Context: an optimization exercise on an open-source flow, tuned for small area and a short achievable clock period. The choices shown serve that exercise and are no tape-out recipe. Only simulation tests tie the RTL to the original design; equivalence was not proved. Power figures rest on the tool's default switching activity, not on a simulated workload.

## flow/design.v

```verilog
package decode_pkg;
   localparam int WORD_W       = 32;
   localparam int REG_ADDR_W   = 5;
   localparam int REG_COUNT    = 1 << REG_ADDR_W;
   localparam int OPCODE_W     = 6;
   localparam int FUNC_W       = 6;
   localparam int IMM_W        = 16;
   localparam int SHAMT_W      = 5;
   localparam int JUMP_INDEX_W = 26;
   localparam int ALU_OP_W     = 4;
   typedef logic [WORD_W-1:0]       word_t;
   typedef logic [REG_ADDR_W-1:0]   reg_addr_t;
   typedef logic [OPCODE_W-1:0]     opcode_t;
   typedef logic [FUNC_W-1:0]       func_t;
   typedef logic [IMM_W-1:0]        imm_t;
   typedef logic [SHAMT_W-1:0]      shamt_t;
   typedef logic [JUMP_INDEX_W-1:0] jump_index_t;
   typedef logic [ALU_OP_W-1:0]     alu_op_t;
   localparam opcode_t OP_RTYPE = 6'b000000;
   localparam opcode_t OP_LB    = 6'b100000;
   localparam opcode_t OP_LH    = 6'b100001;
   localparam opcode_t OP_LW    = 6'b100011;
   localparam opcode_t OP_LBU   = 6'b100100;
   localparam opcode_t OP_LHU   = 6'b100101;
   localparam opcode_t OP_LWU   = 6'b100111;
   localparam opcode_t OP_SB    = 6'b101000;
   localparam opcode_t OP_SH    = 6'b101001;
   localparam opcode_t OP_SW    = 6'b101011;
   localparam opcode_t OP_ADDI  = 6'b001001;
   localparam opcode_t OP_ANDI  = 6'b001100;
   localparam opcode_t OP_ORI   = 6'b001101;
   localparam opcode_t OP_XORI  = 6'b001110;
   localparam opcode_t OP_LUI   = 6'b001111;
   localparam opcode_t OP_SLTI  = 6'b001010;
   localparam opcode_t OP_BEQ   = 6'b000100;
   localparam opcode_t OP_BNE   = 6'b000101;
   localparam opcode_t OP_J     = 6'b000010;
   localparam opcode_t OP_JAL   = 6'b000011;
   localparam opcode_t OP_HLT   = 6'b111111;
   localparam func_t FN_SLL  = 6'b000000;
   localparam func_t FN_SRL  = 6'b000010;
   localparam func_t FN_SRA  = 6'b000011;
   localparam func_t FN_SLLV = 6'b000100;
   localparam func_t FN_SRLV = 6'b000110;
   localparam func_t FN_SRAV = 6'b000111;
   localparam func_t FN_ADDU = 6'b100001;
   localparam func_t FN_SUBU = 6'b100011;
   localparam func_t FN_AND  = 6'b100100;
   localparam func_t FN_OR   = 6'b100101;
   localparam func_t FN_XOR  = 6'b100110;
   localparam func_t FN_NOR  = 6'b100111;
   localparam func_t FN_SLT  = 6'b101010;
   localparam func_t FN_JR   = 6'b001000;
   localparam func_t FN_JALR = 6'b001001;
   localparam alu_op_t ALU_ADD = 4'd0;
   localparam alu_op_t ALU_SUB = 4'd1;
   localparam alu_op_t ALU_AND = 4'd2;
   localparam alu_op_t ALU_OR  = 4'd3;
   localparam alu_op_t ALU_XOR = 4'd4;
   localparam alu_op_t ALU_NOR = 4'd5;
   localparam alu_op_t ALU_SRL = 4'd6;
   localparam alu_op_t ALU_SLL = 4'd7;
   localparam alu_op_t ALU_SRA = 4'd8;
   localparam alu_op_t ALU_SLT = 4'd10;
   localparam alu_op_t ALU_LUI = 4'd11;
   localparam reg_addr_t LINK_REG = 5'd31;
   typedef struct packed {
      alu_op_t    alu_op;
      logic       imm_sel;
      logic       zero_ext;
      logic       use_shamt;
   } ex_ctrl_t;
   typedef struct packed {
      logic       rd_en;
      logic       wr_en;
      logic       unsigned_ld;
      logic [1:0] size;
   } mem_ctrl_t;
   typedef struct packed {
      reg_addr_t  dest;
      logic       reg_we;
      logic       from_alu;
      logic       link_pc;
   } wb_ctrl_t;
   typedef struct packed {
      logic       is_branch;
      logic       branch_ne;
      logic       jump_reg;
      logic       jump_imm;
   } dec_flags_t;
endpackage
`timescale 1ns/1ns
module decode_control
   (
   input  decode_pkg::opcode_t    i_opcode,
   input  decode_pkg::func_t      i_func,
   input  decode_pkg::reg_addr_t  i_rt,
   input  decode_pkg::reg_addr_t  i_rd,
   output decode_pkg::ex_ctrl_t   o_ex,
   output decode_pkg::mem_ctrl_t  o_mem,
   output decode_pkg::wb_ctrl_t   o_wb,
   output decode_pkg::dec_flags_t o_flags,
   output logic       o_rtype
   );
   decode_pkg::alu_op_t fn_alu_op;
   logic    fn_known;
   logic    fn_shamt;
   logic    fn_jump;
   logic    fn_link;
   decode_pkg::wb_ctrl_t wb_raw;
   function automatic logic [1:0] access_size(input decode_pkg::opcode_t op);
      case (op[1:0])
         2'b00:   access_size = 2'd0;
         2'b01:   access_size = 2'd1;
         default: access_size = 2'd2;
      endcase
   endfunction
   always_comb begin
      fn_alu_op = decode_pkg::ALU_ADD;
      fn_known  = 1'b1;
      fn_shamt  = 1'b0;
      fn_jump   = 1'b0;
      fn_link   = 1'b0;
      case (i_func)
         decode_pkg::FN_SLL:  begin fn_alu_op = decode_pkg::ALU_SLL; fn_shamt = 1'b1; end
         decode_pkg::FN_SRL:  begin fn_alu_op = decode_pkg::ALU_SRL; fn_shamt = 1'b1; end
         decode_pkg::FN_SRA:  begin fn_alu_op = decode_pkg::ALU_SRA; fn_shamt = 1'b1; end
         decode_pkg::FN_SLLV: fn_alu_op = decode_pkg::ALU_SLL;
         decode_pkg::FN_SRLV: fn_alu_op = decode_pkg::ALU_SRL;
         decode_pkg::FN_SRAV: fn_alu_op = decode_pkg::ALU_SRA;
         decode_pkg::FN_ADDU: fn_alu_op = decode_pkg::ALU_ADD;
         decode_pkg::FN_SUBU: fn_alu_op = decode_pkg::ALU_SUB;
         decode_pkg::FN_AND:  fn_alu_op = decode_pkg::ALU_AND;
         decode_pkg::FN_OR:   fn_alu_op = decode_pkg::ALU_OR;
         decode_pkg::FN_XOR:  fn_alu_op = decode_pkg::ALU_XOR;
         decode_pkg::FN_NOR:  fn_alu_op = decode_pkg::ALU_NOR;
         decode_pkg::FN_SLT:  fn_alu_op = decode_pkg::ALU_SLT;
         decode_pkg::FN_JR:   fn_jump = 1'b1;
         decode_pkg::FN_JALR: begin fn_jump = 1'b1; fn_link = 1'b1; end
         default: fn_known = 1'b0;
      endcase
   end
   always_comb begin
      o_ex    = '0;
      o_mem   = '0;
      wb_raw  = '0;
      o_flags = '0;
      case (i_opcode)
         decode_pkg::OP_RTYPE: begin
            if (fn_known) begin
               o_ex.alu_op      = fn_alu_op;
               o_ex.use_shamt   = fn_shamt;
               wb_raw.dest      = i_rd;
               wb_raw.reg_we    = 1'b1;
               wb_raw.from_alu  = 1'b1;
               wb_raw.link_pc   = fn_link;
               o_flags.jump_reg = fn_jump;
            end
         end
         decode_pkg::OP_LB, decode_pkg::OP_LH, decode_pkg::OP_LW, decode_pkg::OP_LBU, decode_pkg::OP_LHU, decode_pkg::OP_LWU: begin
            o_ex.imm_sel      = 1'b1;
            o_mem.rd_en       = 1'b1;
            o_mem.unsigned_ld = i_opcode[2];
            o_mem.size        = access_size(i_opcode);
            wb_raw.dest       = i_rt;
            wb_raw.reg_we     = 1'b1;
         end
         decode_pkg::OP_SB, decode_pkg::OP_SH, decode_pkg::OP_SW: begin
            o_ex.imm_sel = 1'b1;
            o_mem.wr_en  = 1'b1;
            o_mem.size   = access_size(i_opcode);
         end
         decode_pkg::OP_ADDI, decode_pkg::OP_SLTI, decode_pkg::OP_ANDI, decode_pkg::OP_ORI, decode_pkg::OP_XORI, decode_pkg::OP_LUI: begin
            o_ex.imm_sel    = 1'b1;
            wb_raw.dest     = i_rt;
            wb_raw.reg_we   = 1'b1;
            wb_raw.from_alu = 1'b1;
            case (i_opcode)
               decode_pkg::OP_ADDI: o_ex.alu_op = decode_pkg::ALU_ADD;
               decode_pkg::OP_SLTI: o_ex.alu_op = decode_pkg::ALU_SLT;
               decode_pkg::OP_ANDI: o_ex.alu_op = decode_pkg::ALU_AND;
               decode_pkg::OP_ORI:  o_ex.alu_op = decode_pkg::ALU_OR;
               decode_pkg::OP_XORI: o_ex.alu_op = decode_pkg::ALU_XOR;
               default: o_ex.alu_op = decode_pkg::ALU_LUI;
            endcase
            o_ex.zero_ext = (i_opcode != decode_pkg::OP_ADDI) && (i_opcode != decode_pkg::OP_SLTI);
         end
         decode_pkg::OP_BEQ, decode_pkg::OP_BNE: begin
            o_ex.imm_sel      = 1'b1;
            o_flags.is_branch = 1'b1;
            o_flags.branch_ne = (i_opcode == decode_pkg::OP_BNE);
         end
         decode_pkg::OP_J: begin
            o_flags.jump_imm = 1'b1;
         end
         decode_pkg::OP_JAL: begin
            o_flags.jump_imm = 1'b1;
            wb_raw.dest      = decode_pkg::LINK_REG;
            wb_raw.reg_we    = 1'b1;
            wb_raw.link_pc   = 1'b1;
         end
         default: ;
      endcase
   end
   always_comb begin
      o_wb        = wb_raw;
      o_wb.reg_we = wb_raw.reg_we && (wb_raw.dest != '0);
   end
   assign o_rtype = (i_opcode == decode_pkg::OP_RTYPE);
endmodule
`timescale 1ns/1ns
module register_file
   (
   input  logic [2:0] i_col,
   input  logic [2:0] i_sel,
   output logic       o_bit_n
   );
   assign o_bit_n = ~|(i_col & i_sel);
endmodule
module register_file_pair
   (
   input  logic [1:0] i_col,
   input  logic [1:0] i_sel,
   output logic       o_bit_n
   );
   assign o_bit_n = ~|(i_col & i_sel);
endmodule
`timescale 1ns/1ns
module branch_ne_bit
   (
   input  logic i_a,
   input  logic i_b,
   input  logic i_fwd_sel_a,
   input  logic i_fwd_sel_b,
   input  logic i_fwd_a,
   input  logic i_fwd_b,
   output logic o_ne
   );
   assign o_ne = (i_fwd_sel_a ? i_fwd_a : i_a) ^ (i_fwd_sel_b ? i_fwd_b : i_b);
endmodule
module branch_eq4
   (
   input  logic [3:0] i_ne,
   output logic       o_eq
   );
   assign o_eq = ~|i_ne;
endmodule
module branch_ne16
   (
   input  logic [3:0] i_eq,
   output logic       o_ne
   );
   assign o_ne = ~&i_eq;
endmodule
module branch_pick
   (
   input  logic [1:0] i_ne16,
   input  logic       i_take_eq,
   input  logic       i_take_ne,
   output logic       o_taken
   );
   assign o_taken = (i_ne16 != 2'b00) ? i_take_ne : i_take_eq;
endmodule
module branch_resolve
   (
   input  decode_pkg::word_t      i_rdata_a,
   input  decode_pkg::word_t      i_rdata_b,
   input  logic       i_fwd_sel_a,
   input  logic       i_fwd_sel_b,
   input  decode_pkg::word_t      i_fwd_data_a,
   input  decode_pkg::word_t      i_fwd_data_b,
   input  decode_pkg::dec_flags_t i_flags,
   output logic       o_branch_taken,
   output logic       o_jump_reg_taken,
   output logic       o_jump_imm_taken,
   output logic       o_redirect
   );
   decode_pkg::word_t ne;
   logic [7:0] eq4;
   logic [1:0] ne16;
   logic  take_eq;
   logic  take_ne;
   for (genvar j = 0; j < decode_pkg::WORD_W; j++) begin : g_bit
      branch_ne_bit u_bit (
         .i_a         (i_rdata_a[j]),
         .i_b         (i_rdata_b[j]),
         .i_fwd_sel_a (i_fwd_sel_a),
         .i_fwd_sel_b (i_fwd_sel_b),
         .i_fwd_a     (i_fwd_data_a[j]),
         .i_fwd_b     (i_fwd_data_b[j]),
         .o_ne        (ne[j])
      );
   end
   for (genvar g = 0; g < 8; g++) begin : g_eq4
      branch_eq4 u_eq4 (.i_ne(ne[4*g +: 4]), .o_eq(eq4[g]));
   end
   for (genvar h = 0; h < 2; h++) begin : g_ne16
      branch_ne16 u_ne16 (.i_eq(eq4[4*h +: 4]), .o_ne(ne16[h]));
   end
   assign take_eq = i_flags.is_branch && !i_flags.branch_ne;
   assign take_ne = i_flags.is_branch && i_flags.branch_ne;
   branch_pick u_pick (
      .i_ne16    (ne16),
      .i_take_eq (take_eq),
      .i_take_ne (take_ne),
      .o_taken   (o_branch_taken)
   );
   assign o_jump_reg_taken = i_flags.jump_reg;
   assign o_jump_imm_taken = i_flags.jump_imm;
   assign o_redirect = o_branch_taken | o_jump_reg_taken | o_jump_imm_taken;
endmodule
`timescale 1ns/1ns
module id_ex_latch
   (
   input  logic              i_hit,
   input  decode_pkg::word_t i_wdata,
   input  decode_pkg::word_t i_rdata,
   output decode_pkg::word_t o_data
   );
   assign o_data = i_hit ? i_wdata : i_rdata;
endmodule
`timescale 1ns/1ns
module instruction_decode
   (
   input  logic        i_clk,
   input  logic        i_rst,
   input  logic        i_valid,
   input  logic [31:0] i_instruction,
   input  logic [31:0] i_pc,
   input  logic        i_regfile_we,
   input  logic [4:0]  i_regfile_addr,
   input  logic [31:0] i_regfile_data,
   input  logic        i_fwd_sel_a,
   input  logic        i_fwd_sel_b,
   input  logic [31:0] i_fwd_data_a,
   input  logic [31:0] i_fwd_data_b,
   output logic [6:0]  o_ex_ctrl,
   output logic [4:0]  o_mem_ctrl,
   output logic [7:0]  o_wb_ctrl,
   output logic [31:0] o_a,
   output logic [31:0] o_b,
   output logic [31:0] o_pc,
   output logic [15:0] o_imm,
   output logic [4:0]  o_shamt,
   output logic        o_nop,
   output logic        o_rtype,
   output logic        o_store,
   output logic        o_branch,
   output logic        o_branch_taken,
   output logic        o_jump_reg,
   output logic [31:0] o_jump_reg_addr,
   output logic        o_jump_imm,
   output logic [25:0] o_jump_index,
   output logic        o_halt
   );
   localparam int N = decode_pkg::REG_COUNT;
   localparam int W = decode_pkg::WORD_W;
   decode_pkg::opcode_t   opcode;
   decode_pkg::reg_addr_t rs;
   decode_pkg::reg_addr_t rt;
   decode_pkg::reg_addr_t rd;
   decode_pkg::shamt_t    shamt;
   decode_pkg::func_t     func;
   decode_pkg::imm_t      imm;
   logic       advance;
   logic       we;
   decode_pkg::ex_ctrl_t   ex;
   decode_pkg::mem_ctrl_t  mem;
   decode_pkg::wb_ctrl_t   wb;
   decode_pkg::dec_flags_t flags;
   decode_pkg::word_t      rdata_a;
   decode_pkg::word_t      rdata_b;
   logic       redirect;
   assign opcode       = i_instruction[31:26];
   assign rs           = i_instruction[25:21];
   assign rt           = i_instruction[20:16];
   assign rd           = i_instruction[15:11];
   assign shamt        = i_instruction[10:6];
   assign func         = i_instruction[5:0];
   assign imm          = i_instruction[15:0];
   assign o_jump_index = i_instruction[25:0];
   assign advance = i_valid && (opcode != decode_pkg::OP_HLT);
   assign o_halt  = i_valid && (opcode == decode_pkg::OP_HLT);
   assign we      = advance && i_regfile_we;
   decode_control u_control (
      .i_opcode (opcode),
      .i_func   (func),
      .i_rt     (rt),
      .i_rd     (rd),
      .o_ex     (ex),
      .o_mem    (mem),
      .o_wb     (wb),
      .o_flags  (flags),
      .o_rtype  (o_rtype)
   );
   decode_pkg::word_t regs [N];
   decode_pkg::word_t wdata;
   logic [N-1:0] row_en;
   logic [N-1:0] sel_a;
   logic [N-1:0] sel_b;
   decode_pkg::word_t rd_a;
   decode_pkg::word_t rd_b;
   logic hit_a;
   logic hit_b;
   logic alt_sel_a;
   logic alt_sel_b;
   decode_pkg::word_t alt_a;
   decode_pkg::word_t alt_b;
   assign wdata = i_rst ? '0 : i_regfile_data;
   always_comb begin
      for (int i = 0; i < N; i++) begin
         row_en[i] = i_rst || (we && (i_regfile_addr == i));
      end
   end
   always_ff @(posedge i_clk) begin
      for (int i = 0; i < N; i++) begin
         if (row_en[i]) regs[i] <= wdata;
      end
   end
   always_comb begin
      for (int i = 0; i < N; i++) begin
         sel_a[i] = !i_rst && (rs == i);
         sel_b[i] = !i_rst && (rt == i);
      end
   end
   for (genvar j = 0; j < W; j++) begin : g_read
      decode_pkg::word_t col;
      for (genvar i = 0; i < N; i++) begin : g_col
         assign col[i] = regs[i][j];
      end
      logic [10:0] grp_a_n;
      logic [10:0] grp_b_n;
      for (genvar g = 0; g < 10; g++) begin : g_grp
         register_file u_rd_a (.i_col(col[3*g +: 3]), .i_sel(sel_a[3*g +: 3]), .o_bit_n(grp_a_n[g]));
         register_file u_rd_b (.i_col(col[3*g +: 3]), .i_sel(sel_b[3*g +: 3]), .o_bit_n(grp_b_n[g]));
      end
      register_file_pair u_rd_a_hi (.i_col(col[31:30]), .i_sel(sel_a[31:30]), .o_bit_n(grp_a_n[10]));
      register_file_pair u_rd_b_hi (.i_col(col[31:30]), .i_sel(sel_b[31:30]), .o_bit_n(grp_b_n[10]));
      assign rd_a[j] = ~&grp_a_n;
      assign rd_b[j] = ~&grp_b_n;
   end
   assign hit_a = we && (i_regfile_addr == rs);
   assign hit_b = we && (i_regfile_addr == rt);
   id_ex_latch u_byp_a (.i_hit(hit_a), .i_wdata(wdata), .i_rdata(rd_a), .o_data(rdata_a));
   id_ex_latch u_byp_b (.i_hit(hit_b), .i_wdata(wdata), .i_rdata(rd_b), .o_data(rdata_b));
   assign alt_sel_a = i_fwd_sel_a || hit_a;
   assign alt_sel_b = i_fwd_sel_b || hit_b;
   assign alt_a     = i_fwd_sel_a ? i_fwd_data_a : i_regfile_data;
   assign alt_b     = i_fwd_sel_b ? i_fwd_data_b : i_regfile_data;
   branch_resolve u_branch (
      .i_rdata_a        (rd_a),
      .i_rdata_b        (rd_b),
      .i_fwd_sel_a      (alt_sel_a),
      .i_fwd_sel_b      (alt_sel_b),
      .i_fwd_data_a     (alt_a),
      .i_fwd_data_b     (alt_b),
      .i_flags          (flags),
      .o_branch_taken   (o_branch_taken),
      .o_jump_reg_taken (o_jump_reg),
      .o_jump_imm_taken (o_jump_imm),
      .o_redirect       (redirect)
   );
   always_ff @(posedge i_clk) begin
      if (i_rst || advance) begin
         o_a <= rdata_a;
         o_b <= rdata_b;
      end
   end
   always_ff @(posedge i_clk) begin
      if (i_rst) begin
         o_ex_ctrl  <= '0;
         o_mem_ctrl <= '0;
         o_wb_ctrl  <= '0;
         o_imm      <= '0;
         o_shamt    <= '0;
         o_pc       <= '0;
         o_nop      <= 1'b0;
      end else if (advance) begin
         o_ex_ctrl  <= ex;
         o_mem_ctrl <= mem;
         o_wb_ctrl  <= wb;
         o_imm      <= imm;
         o_shamt    <= shamt;
         o_pc       <= i_pc;
         o_nop      <= redirect;
      end
   end
   assign o_store         = mem.wr_en;
   assign o_branch        = flags.is_branch;
   assign o_jump_reg_addr = rdata_a;
endmodule
```

## flow/flow/run.sh

```bash
#!/bin/bash
# Standard ORFS layout, with plain buffers on the ports, a larger setup
# margin for the resizer so that repair_timing keeps shortening the
# input-to-output paths past zero slack, and an extra antenna repair with
# margin after global routing.
set -euo pipefail
bash standard.sh SETUP_SLACK_MARGIN=9 \
  "BUFFER_PORTS_ARGS=-buffer_cell sky130_fd_sc_hd__buf_1" \
  "POST_GLOBAL_ROUTE_TCL=$PWD/flow/post_grt.tcl" \
  finish > flow_make.log 2>&1
```

## flow/flow/post_grt.tcl

```tcl
# After global routing: repair antennas again with a ratio margin, so that
# fewer violations are left for the detailed router's repair-and-reroute loop.
repair_antennas -iterations 5 -ratio_margin 20
check_placement -verbose
write_guides $::env(RESULTS_DIR)/route.guide
```

## flow/standard.sh

```bash
#!/bin/bash
# synth_recipe.tcl (not shown) runs the flow's synth.tcl, then flattens the netlist and writes it again
# the make line also repeats each setting of config.mk as NAME=value (left out here)
make -C /OpenROAD-flow-scripts/flow DESIGN_CONFIG=/design/flow/config.mk WORK_HOME=/design/flow/orfs CLKGATE_MAP_FILE= SYNTH_SCRIPT=/design/flow/synth_recipe.tcl "${@:-finish}"
```

## flow/config.mk

```make
export PLATFORM = sky130hd
export DESIGN_NAME = instruction_decode
export DESIGN_NICKNAME = instruction_decode
export VERILOG_FILES = /design/flow/design.v
export SDC_FILE = /design/flow/constraint.sdc
export NUM_CORES = 4
export LEC_CHECK = 0
export CAP_MARGIN = 20
export CELL_PAD_IN_SITES_DETAIL_PLACEMENT = 1
export CELL_PAD_IN_SITES_GLOBAL_PLACEMENT = 1
export CORE_MARGIN = 2
export CORE_UTILIZATION = 45
export CTS_BUF_LIST = sky130_fd_sc_hd__clkbuf_8
export PLACE_DENSITY = 0.6
export SETUP_SLACK_MARGIN = 5
export SLEW_MARGIN = 20
export SYNTH_HIERARCHICAL = 1
export SYNTH_MINIMUM_KEEP_SIZE = 0
export TNS_END_PERCENT = 10
```

## flow/constraint.sdc

```tcl
create_clock -name core_clock -period 18.0 [get_ports {i_clk}]
set_input_delay 3.6000 -clock core_clock [delete_from_list [all_inputs] [get_ports {i_clk}]]
set_output_delay 3.6000 -clock core_clock [all_outputs]
set_load 0.01 [all_outputs]
```

==> flow_summary_export.csv <==
group,metric,value,unit
critical_path,path_buf_inv,5,
floorplanning,dieArea,112000,µm²
critical_path,critPathCaptureType,"output port",
synthesis,synth_common_cells,"edfxtp_1, a222oi_1, nand4_1, nand2_1, nor2_1",
cells_and_area,num-nets-final,3933,
floorplanning,initial_utilization,0.452,
synthesis,synth_fp_nets,3133,
critical_path,cp-start-kind,"input pin",
synthesis,synth_area_leaders,"edfxtp_1, a222oi_1, dfxtp_1, mux2i_1, nand4_1",
synthesis,ys_ff_latch,1157,
sta,worstMarginPinSlew,1.08,ns
synthesis,ys_warn_count,9,
sta,hold_violations,0,
clock_network,htree_levels,4,
sta,finalSetupTns,0,ns
sta,final.period_utilization,0.627,
grt,track_usage,0.378,
clock_network,postCtsSetupRepairBufs,120,
clock_network,ctsHoldBuffers,0,
critical_path,critical_path_arrival,7.69,ns
grt,grt_pass1_vias,39765,
route,antenna_left,0,
sta,relSlewSlack,0.280,
synthesis,synthCells,2962,
synthesis,yosysTopAreaCellShare,0.667,
floorplanning,core_area,108000,µm²
critical_path,cp_top_family,"simple AND/OR/NAND/NOR gates",
placement,place_inst,4785,
grt,grt_max_degree,95,
route,vias,39248,
floorplanning,rows,121,
synthesis,yosysMostFrequentCell,"edfxtp_1",
run,maxCapViolations,0,
synthesis,synth_area,49000,µm²
cells_and_area,syn_to_final_growth,22.9,%
sta,setup-violations-final,0,
clock_network,clock_latency,0.91,ns
power_and_ir_drop,p_leak,20.5,nW
route,drt-pass1-iter-count,14,
grt,grt_pass1_wl,298000,µm
worst_hold_path,hold_start,"o_ex_ctrl[3]$_SDFFE_PP0P_",
synthesis,syn-mean-instance-area,16.5,µm²
synthesis,ys.flop_type,"edfxtp_1",
sta,final_max_slew_viol_count,0,
clock_network,root_buffer,"clkbuf_8",
synthesis,synth_edf_count,1088,
route,first_iter_violations,9217,
clock_network,cts_sinks,1157,
critical_path,r2r_slack,9.71,ns
clock_network,clkTransAtPathRegs,0.06,ns
cells_and_area,n_fill_cell,10191,
sta,fmax,88.6,MHz
synthesis,ys_types,58,
placement,port-buffer-count,373,
critical_path,startpoint,"i_instruction[25]",
cells_and_area,drive_gt1_frac,0.256,
clock_network,cts.repair.resized,212,
sta,fin_hold_ws,0.458,ns
grt,antenna_found_initial,17,
clock_network,cts_buffer_depth,3,
worst_hold_path,hold_path_class,"reg -> reg",
power_and_ir_drop,max-vdd-ir-drop,0.0627,mV
synthesis,synth_area_leader_cell,"edfxtp_1",
critical_path,critical_path.reg2reg.startpoint,"regs[12][14]$_DFFE_PP_",
power_and_ir_drop,p_per_area,105,nW/µm²
outcome,status,"no timing/DRC/antenna violations",
critical_path,cp_cell_sequence,"buf_1, buf_6, nor2b_4, nand2_4, buf_4, nor2_4, buf_12, a222oi_1, nand4_1, nor2_4, nand4_1, mux2i_1, xor2_1, nor4_4, nand4_1, nor2_4, mux2_4, buf_6",
floorplanning,die_y,334,µm
clock_network,cts_tree,"done",
route,totalWireLength,221000,µm
placement,hpwl,119000,µm
synthesis,yosysSeqAreaShare,0.695,
critical_path,cp_slowest_stage_delay,0.42,ns
route,drt_drc_violations_left,0,
floorplanning,io-pin-count,374,
sta,period_minus_slack,11.29,ns
route,wire_per_inst,41.5,µm
grt,overflow,0,
sta,finClkSkew,0.0402,ns
synthesis,async_flop_share,0,
clock_network,cts_made_buffers,193,
critical_path,worstSetupPathType,"in -> out",
critical_path,critical_path.max_fanout,16,
critical_path,critical-path-slowest-cell,"nor4_4",
critical_path,worstPathRequired,14.40,ns
floorplanning,die_x,334,µm
cells_and_area,final_cells,5336,
placement,gp_congestion,0.880,
route,vias_per_cell,7.36,
placed cells by master (no fill, tap or decap), drive strengths merged, types with 35 or more instances in the layout:
master and instances:
edfxtp 1088, buf 685, a222oi 640, clkbuf 213, nand4 195, nand2 173, nor2 146, mux2i 133
mux2 129, inv 75, clkinv 75, dfxtp 69, a22oi 64, nor2b 40, o21ai 35
Yosys stat by module (local to each module, per instance):
| module | flip-flops and latches | copies in the design |
|---|---|---|
| branch_resolve | 0 | 1 |
| register_file | 0 | 640 |
| id_ex_latch | 0 | 2 |
| branch_eq4 | 0 | 8 |
| decode_control | 0 | 1 |
| register_file_pair | 0 | 64 |
| branch_ne_bit | 0 | 32 |
| branch_pick | 0 | 1 |
| instruction_decode | 1157 | 1 |
| branch_ne16 | 0 | 2 |
area by class of cell:
| cell class | count | area (µm²) | share of cell area |
|---|---|---|---|
| timing repair buffer | 706 | 5070 | 0.0842 |
| tap | 1414 | 1770 | 0.0294 |
| clock buffer | 200 | 2750 | 0.0457 |
| multi-input combinational | 1693 | 15600 | 0.258 |
| inverter | 11 | 46.3 | 0.000769 |
| antenna | 5 | 12.5 | 0.000208 |
| clock inverter | 150 | 945 | 0.0157 |
| sequential | 1157 | 34100 | 0.566 |
final timing paths:
check | to | cells past startpoint
worst max-delay path | o_branch_taken | 18
worst min register to register | o_ex_ctrl[3]$_SDFFE_PP0P_ | 2
worst max register to register | o_b[14]$_DFFE_PP_ | 55
worst min-delay path | o_ex_ctrl[3]$_SDFFE_PP0P_ | 2
logic make-up (layout without fill, tap and decap cells):
group | after synthesis | count (layout) | synth area share
DFF | 1157 | 1157 | 0.695
AOI/OAI and AO/OA | 776 | 776 | 0.157
other | 0 | 5 | 0
muxes | 262 | 262 | 0.0614
xor gates and xnor gates | 44 | 44 | 0.00787
buffers and inverters | 112 | 1067 | 0.0151
and+or+nand+nor | 611 | 611 | 0.0638
metrics by stage:
| step | util | worst slack, ns | total power, W | cell area (µm²) |
|---|---|---|---|---|
| after floorplan | - | 7.47 | 0.00364 | 49300 |
| after global placement | 0.492 | 5.87 | 0.00392 | 53400 |
| after detailed placement | 0.493 | 5.74 | 0.00394 | 53400 |
| after CTS | 0.545 | 7.00 | 0.00626 | 59100 |
| final | 0.555 | 6.71 | 0.00631 | 60200 |
layer usage:
layer / global-route usage / vias up / part of all wire
met5: 0 / - / 0.00038
met4: 0.183 / 14 / 0.053
met3: 0.128 / 714 / 0.15
met2: 0.575 / 3477 / 0.45
met1: 0.485 / 19821 / 0.35
li1: - / 15222 / -
registers in the layout (all words and copies together) (netlist names):
| register | flops |
|---|---|
| o_mem_ctrl | 5 |
| o_pc | 32 |
| o_b | 32 |
| o_a | 32 |
| o_nop | 1 |
| regs | 1024 |
| o_imm | 16 |
| o_wb_ctrl | 8 |
| o_ex_ctrl | 7 |
tightest hold or removal path, stage by stage, from the launching register on:
cell and delay, ns:
dfxtp_1 0.31, nand2_1 0.05, mux2i_1 0.05
power by group:
| part | leakage [nW] | internal, W | switching [W] | total, W |
|---|---|---|---|---|
| clock | 2.09 | 0.00118 | 0.00112 | 0.00230 |
| combinational | 7.28 | 0.000212 | 0.000455 | 0.000666 |
| sequential | 11.1 | 0.00321 | 0.000131 | 0.00334 |
| total | 20.5 | 0.00460 | 0.00171 | 0.00631 |

re-timing with driven ports:
In the flow no input, the clock included, has a driving cell. The finished layout below was timed again as built, in two steps. Step 1: set_driving_cell puts a clkbuf_16 on i_clk and a buf_2 on each other input, an assumption about the parent block. Step 2 also shifts input and output timing later by t, the mid clock arrival at the registers, as if the neighbouring blocks saw the same clock. a / b / c = ideal ports / drivers / drivers and shift; a / b = the first two.
shift t [ns]: 0.954
setup slack, ns: 6.707 / 6.677 / 5.767
worst setup path at the end: input to register
worst register clock-pin slew, ns: 0.08 / 0.08
worst data-port slew with drivers (ns): 0.11
After both steps setup and hold are still met in this run. The setup slack of this run moves by -0.030 ns with the drivers and by -0.940 ns with both steps.
